From an optimization exercise on the open Yosys and OpenROAD flow, aimed at small area and a short achievable clock period; shortcuts taken in it are not production practice. Only simulation tests tie the RTL to the original design; equivalence was not proved.

## flow/design.v (module list and top-level ports; edited modules follow where they fit)
// module config_capture: 50 lines
// module iir_first_order: 3065 lines
// module iir_sub24: 271 lines
// module iir_fa: 10 lines
// module iir_bsel: 9 lines
// module iir_bsel0: 7 lines
// module iir_bx: 7 lines
// module iir_bxn: 7 lines
// module iir_aoi21: 3 lines
// module iir_oai21: 3 lines
// module iir_nand2: 3 lines
// module iir_nor2: 3 lines
// module iir_inv: 3 lines
// module iir_xor2: 3 lines
// module iir_xnor2: 3 lines
// module iir_fa1: 9 lines
// module iir_ha: 9 lines
// module adc_path: 53 lines
// module dac_spi_serializer: 113 lines
// module servo_frontend: 37 lines
module servo_frontend (
	input  logic         clk1,
	input  logic         i_rst_n,
	input  logic [127:0] i_cfg,
	input  logic [32:0]  i_adc,
	input  logic [24:0]  i_dac,
	output logic [3:0]   o_afe,
	output logic [72:0]  o_filt,
	output logic [2:0]   o_spi,
	output logic         o_ldac_n,
	output logic         o_dac_credit
);
  // ...
==> flow/run.sh <==
#!/bin/bash
# synth_recipe.tcl (not shown) runs the flow's synth.tcl, then flattens the netlist and writes it again
# the make line also repeats each setting of config.mk as NAME=value (left out here)
make -C /OpenROAD-flow-scripts/flow DESIGN_CONFIG=/design/flow/config.mk WORK_HOME=/design/flow/orfs CLKGATE_MAP_FILE= SYNTH_SCRIPT=/design/flow/synth_recipe.tcl finish
==> flow/config.mk <==
export PLATFORM = sky130hd
export DESIGN_NAME = servo_frontend
export DESIGN_NICKNAME = servo_frontend
export VERILOG_FILES = /design/flow/design.v
export SDC_FILE = /design/flow/constraint.sdc
export NUM_CORES = 4
export LEC_CHECK = 0
export ABC_AREA = 0
export CAP_MARGIN = 20
export CORE_MARGIN = 2
export CORE_UTILIZATION = 40
export SETUP_SLACK_MARGIN = 5
export SLEW_MARGIN = 20
export SYNTH_HIERARCHICAL = 1
export SYNTH_MINIMUM_KEEP_SIZE = 0
==> flow/constraint.sdc <==
create_clock -name core_clock -period 11.5 [get_ports {clk1}]
set_input_delay 2.3000 -clock core_clock [delete_from_list [all_inputs] [get_ports {clk1}]]
set_output_delay 2.3000 -clock core_clock [all_outputs]
set_load 0.01 [all_outputs]
==> results.py, run 1 <==
metrics = {
    "worst_setup_path": {
        "cp_data_required_time_ns": 12.12,
        "worstPathMaxFanout": 18,
        "cp_slowest_cell": "dfxtp_1",
    },
    "sta": {
        "rsz0062_at_grt": "false",
        "period_needed_ns": 6.261,
        "layout_setup_ws_ns": 5.239,
        "final.period_utilization": 0.5444,
    },
    "final_layout": {
        "instances_no_fill": 8084,
        "seq_cells": 623,
        "signal_buffer_area_fraction": 0.05367,
        "clock_buffers": 92,
        "nNetsFinal": 7368,
        "final_util": 0.4590,
        "seqCellArea_mm2": 0.01287,
    },
    "clocking": {
        "cts_made_buffers": 75,
        "cts_tree": "built",
        "clk_latency_ns": 0.71,
        "clk_path_buf_depth": 3,
    },
    "placement": {
        "dpl.cell_count": 7943,
        "gp_congestion": 0.9579,
    },
    "run_status": {
        "status": "complete, no violations",
    },
    "global_route": {
        "grt_overflow": 0,
    },
    "die": {
        "die_w_um": 393.4,
    },
    "detailed_routing": {
        "drt_wl_total_um": 208100,
        "antenna_left": 0,
    },
}
==> run 2: changes to the inputs <==
==> flow/flow/run.sh (new file) <==
#!/bin/bash
# Standard layout, with a tighter setup target for ORFS's timing repair
# (repair_timing -setup_margin): the clock period and constraints are the standard flow's.
set -euo pipefail
export SETUP_SLACK_MARGIN=6.5
bash standard.sh finish > standard.log 2>&1
==> flow/standard.sh (new file) <==
#!/bin/bash
# synth_recipe.tcl (not shown) runs the flow's synth.tcl, then flattens the netlist and writes it again
# the make line also repeats each setting of config.mk as NAME=value (left out here)
make -C /OpenROAD-flow-scripts/flow DESIGN_CONFIG=/design/flow/config.mk WORK_HOME=/design/flow/orfs CLKGATE_MAP_FILE= SYNTH_SCRIPT=/design/flow/synth_recipe.tcl "${@:-finish}"
--- a/flow/config.mk
+++ b/flow/config.mk
@@ -9,7 +9,6 @@
 export CAP_MARGIN = 20
 export CORE_MARGIN = 2
 export CORE_UTILIZATION = 40
-export SETUP_SLACK_MARGIN = 5
 export SLEW_MARGIN = 20
 export SYNTH_HIERARCHICAL = 1
 export SYNTH_MINIMUM_KEEP_SIZE = 0
removed: flow/run.sh
==> results.py, run 2 <==
metrics = {
    "die": {
        "die_y_um": 393.4,
        "placeableCoreArea_mm2": 0.1501,
        "die_w_um": 393.4,
        "die-area_mm2": 0.1548,
        "io_pins": 270,
        "rows": 142,
        "initial_core_util": 0.4040,
    },
    "global_route": {
        "track_usage": 0.2713,
        "antenna_found_initial": 9,
        "grt_overflow": 0,
        "grt_pass1_wl_um": 324600,
        "grt_max_degree": 73,
        "grt_pass1_vias": 51050,
    },
    "logic_synthesis": {
        "synthCells": 5599,
        "avgSynthCellArea_um2": 10.83,
        "netlist_area_mm2": 0.06065,
        "yosys_warnings": 18,
    },
    "worst_setup_path": {
        "path_depth": 21,
        "worstPathMaxFanout": 4,
        "max_stage_delay_ns": 0.56,
        "cp_slowest_cell": "fa_1",
        "crit_top_cell": "fa_1",
        "critPathCaptureType": "flip-flop",
        "cp-start-kind": "flip-flop",
        "r2r-end": "u_adc_path.g_chan[0].u_iir.y_prev[16]",
        "critical_path_class": "flip-flop to flip-flop",
        "cp_top_family": "adder cells",
        "path_cells": "clkinvlp_4 -> buf_12 -> buf_16 -> o22ai_2 -> xor2_1 -> fa_1 -> fa_2 -> fa_2 -> fa_1 -> fa_1 -> ha_4 -> buf_4 -> nand2_4 -> o21ai_2 -> a21oi_2 -> o21ai_4 -> a21oi_2 -> inv_1 -> xor2_1 -> mux2i_1 -> a21oi_1",
        "r2r.worst_path.cells": 21,
        "cp_data_required_time_ns": 12.06,
        "reg2reg_slack_ns": 6.16,
        "worstReg2RegStart": "u_adc_path.g_chan[0].u_iir.y_prev[11]",
        "crit_arrival_ns": 5.90,
        "crit_buf_inv": 5,
    },
    "clocking": {
        "cts-root-buf": "clkbuf_16",
        "postCtsHoldBufs": 0,
        "clk_latency_ns": 0.70,
        "cts_tree": "built",
        "clk_pin_slew_worst_paths_ns": 0.06,
        "h-tree-depth": 3,
        "cts_made_buffers": 76,
        "clk_path_buf_depth": 3,
        "cts.sinks": 623,
    },
    "sta": {
        "rsz0062_at_grt": "true",
        "tns_ns": 0,
        "max_freq_ghz": 0.1874,
        "final.period_utilization": 0.4640,
        "max_slew.worst_pin.slew_ns": 1.160,
        "layout_setup_ws_ns": 6.164,
        "skew_ns": 0.04050,
        "maxSlewHeadroom": 0.2228,
        "maxSlewViolCount": 0,
        "setup_viol": 0,
        "period_needed_ns": 5.336,
        "finalHoldViolCount": 0,
    },
    "detailed_routing": {
        "viasPerCell": 5.953,
        "antenna_left": 0,
        "vias": 49800,
        "first_pass_iters": 8,
        "drc": 0,
        "drt_wl_total_um": 217400,
        "drt_iter0_drc": 4996,
        "wl_per_cell_um": 25.99,
    },
    "final_layout": {
        "n_fill_cell": 13240,
        "mostFrequentLayoutCell": "xor2_1",
        "nNetsFinal": 7649,
        "reg.largest.list": "u_adc_path.g_chan.u_iir.ff0_a: 64 flops, u_adc_path.g_chan.u_iir.p1_a: 64 flops, u_adc_path.g_chan.u_iir.p1_b: 62 flops",
        "drive_above_1_share": 0.2246,
        "areaGrowthSynthToFinish_pct": 25.22,
        "final_cell_mix": "xor2_1 (1021), o22ai_1 (914), fa_1 (880)",
    },
    "placement": {
        "place_hpwl_um": 152200,
        "port_buffers": 251,
        "gp_congestion": 0.9690,
        "place_ws_ns": 5.367,
    },
    "min_path": {
        "hp-start": "u_config_capture.gp_q[0][0]",
        "holdCritPathClass": "flip-flop to flip-flop",
        "min_path_cells": 1,
        "min_to": "u_config_capture.afe_nshdn_q[0]",
    },
    "run_status": {
        "status": "complete, no violations",
    },
    "run": {
        "cap_viol_max_count": 0,
    },
}
run 2: how the worst max path moves through the flow:
stage / from / to / slack [ns]
5_1_grt: u_adc_path.g_chan[0].u_iir.y_prev[7] / u_adc_path.g_chan[0].u_iir.y_prev[18] / 6.05
3_3_place_gp: u_adc_path.g_chan[0].u_iir.y_prev[9] / u_adc_path.g_chan[0].u_iir.y_prev[17] / 5.42
6_report: u_adc_path.g_chan[0].u_iir.y_prev[11] / u_adc_path.g_chan[0].u_iir.y_prev[16] / 6.16
2_1_floorplan: u_adc_path.g_chan[0].u_iir.a1_neg[6] / u_adc_path.g_chan[0].u_iir.y_prev[17] / 6.51
4_1_cts: u_adc_path.g_chan[0].u_iir.y_prev[9] / u_adc_path.g_chan[0].u_iir.y_prev[17] / 6.30
3_5_place_dp: u_adc_path.g_chan[1].u_iir.y_prev[14] / u_adc_path.g_chan[1].u_iir.y_prev[20] / 5.37
run 2: timing repair:
item	CTS	global route
gates cloned	6	5
resized for setup	655	336
setup endpoints to repair	85	100
setup buffers	248	37
pin swaps	240	229
run 2: cell type report:
cell class              count  area [µm²]  share of cell area
diodes                      1       2.502          0.00003295
clock buffers              89        2053             0.02704
clock inverters            50       636.9            0.008386
inverters                 256        1212             0.01596
multi-input cells        4640       49870              0.6567
flip-flops and latches    623       13080              0.1722
well taps                2016        2522             0.03321
repair buffers            683        6524             0.08590
repair inverters            7       45.04           0.0005931
run 2: metrics by stage:
| step | hold WS [ns] | std cells | area [µm²] | util |
|---|---|---|---|---|
| 3_3_place_gp | 0.3728 | 7929 | 66360 | 0.4420 |
| 3_5_place_dp | 0.3728 | 7929 | 66370 | 0.4421 |
| 5_1_grt | 0.4062 | 8364 | 75940 | 0.5058 |
| 4_1_cts | 0.3813 | 8322 | 73960 | 0.4927 |
| 6_report | 0.3826 | 8365 | 75940 | 0.5059 |
| 2_1_floorplan | 0.3602 | 5601 | 60680 | - |
run 2: metal layers:
metal / part of all wire / vias to the layer above / GRT usage
li1: - / 21130 / -
met1: 0.41 / 25070 / 0.3684
met5: 0.00043 / - / 0
met4: 0.031 / 16 / 0.08036
met2: 0.43 / 3078 / 0.4047
met3: 0.13 / 502 / 0.09680

## port drivers added, routing unchanged
How much do the figures lean on ideal ports? The routed layouts below were timed once more, with nothing changed but the port constraints.
Step 1, drivers: a clkbuf_16 drives clk1 and a buf_2 each remaining input, both assumed.
Step 2 also shifts input and output timing later by t, the mid clock arrival at the registers, as if the neighbouring blocks saw the same clock.
Three values: ideal, step 1, step 2; two values: the first two.
run | t (ns) | slack for setup (ns) | worst setup path at the end | worst register clock-pin slew, ns
run 1 | 0.776 | 5.239 / 5.239 / 5.239 | register to register | 0.07 / 0.07
run 2 | 0.772 | 6.164 / 6.164 / 5.850 | input to register | 0.08 / 0.08
After both steps every run listed still meets setup and hold. The setup slack of run 2, which loses most, moves by 0.000 ns with the drivers and by -0.314 ns with both steps.
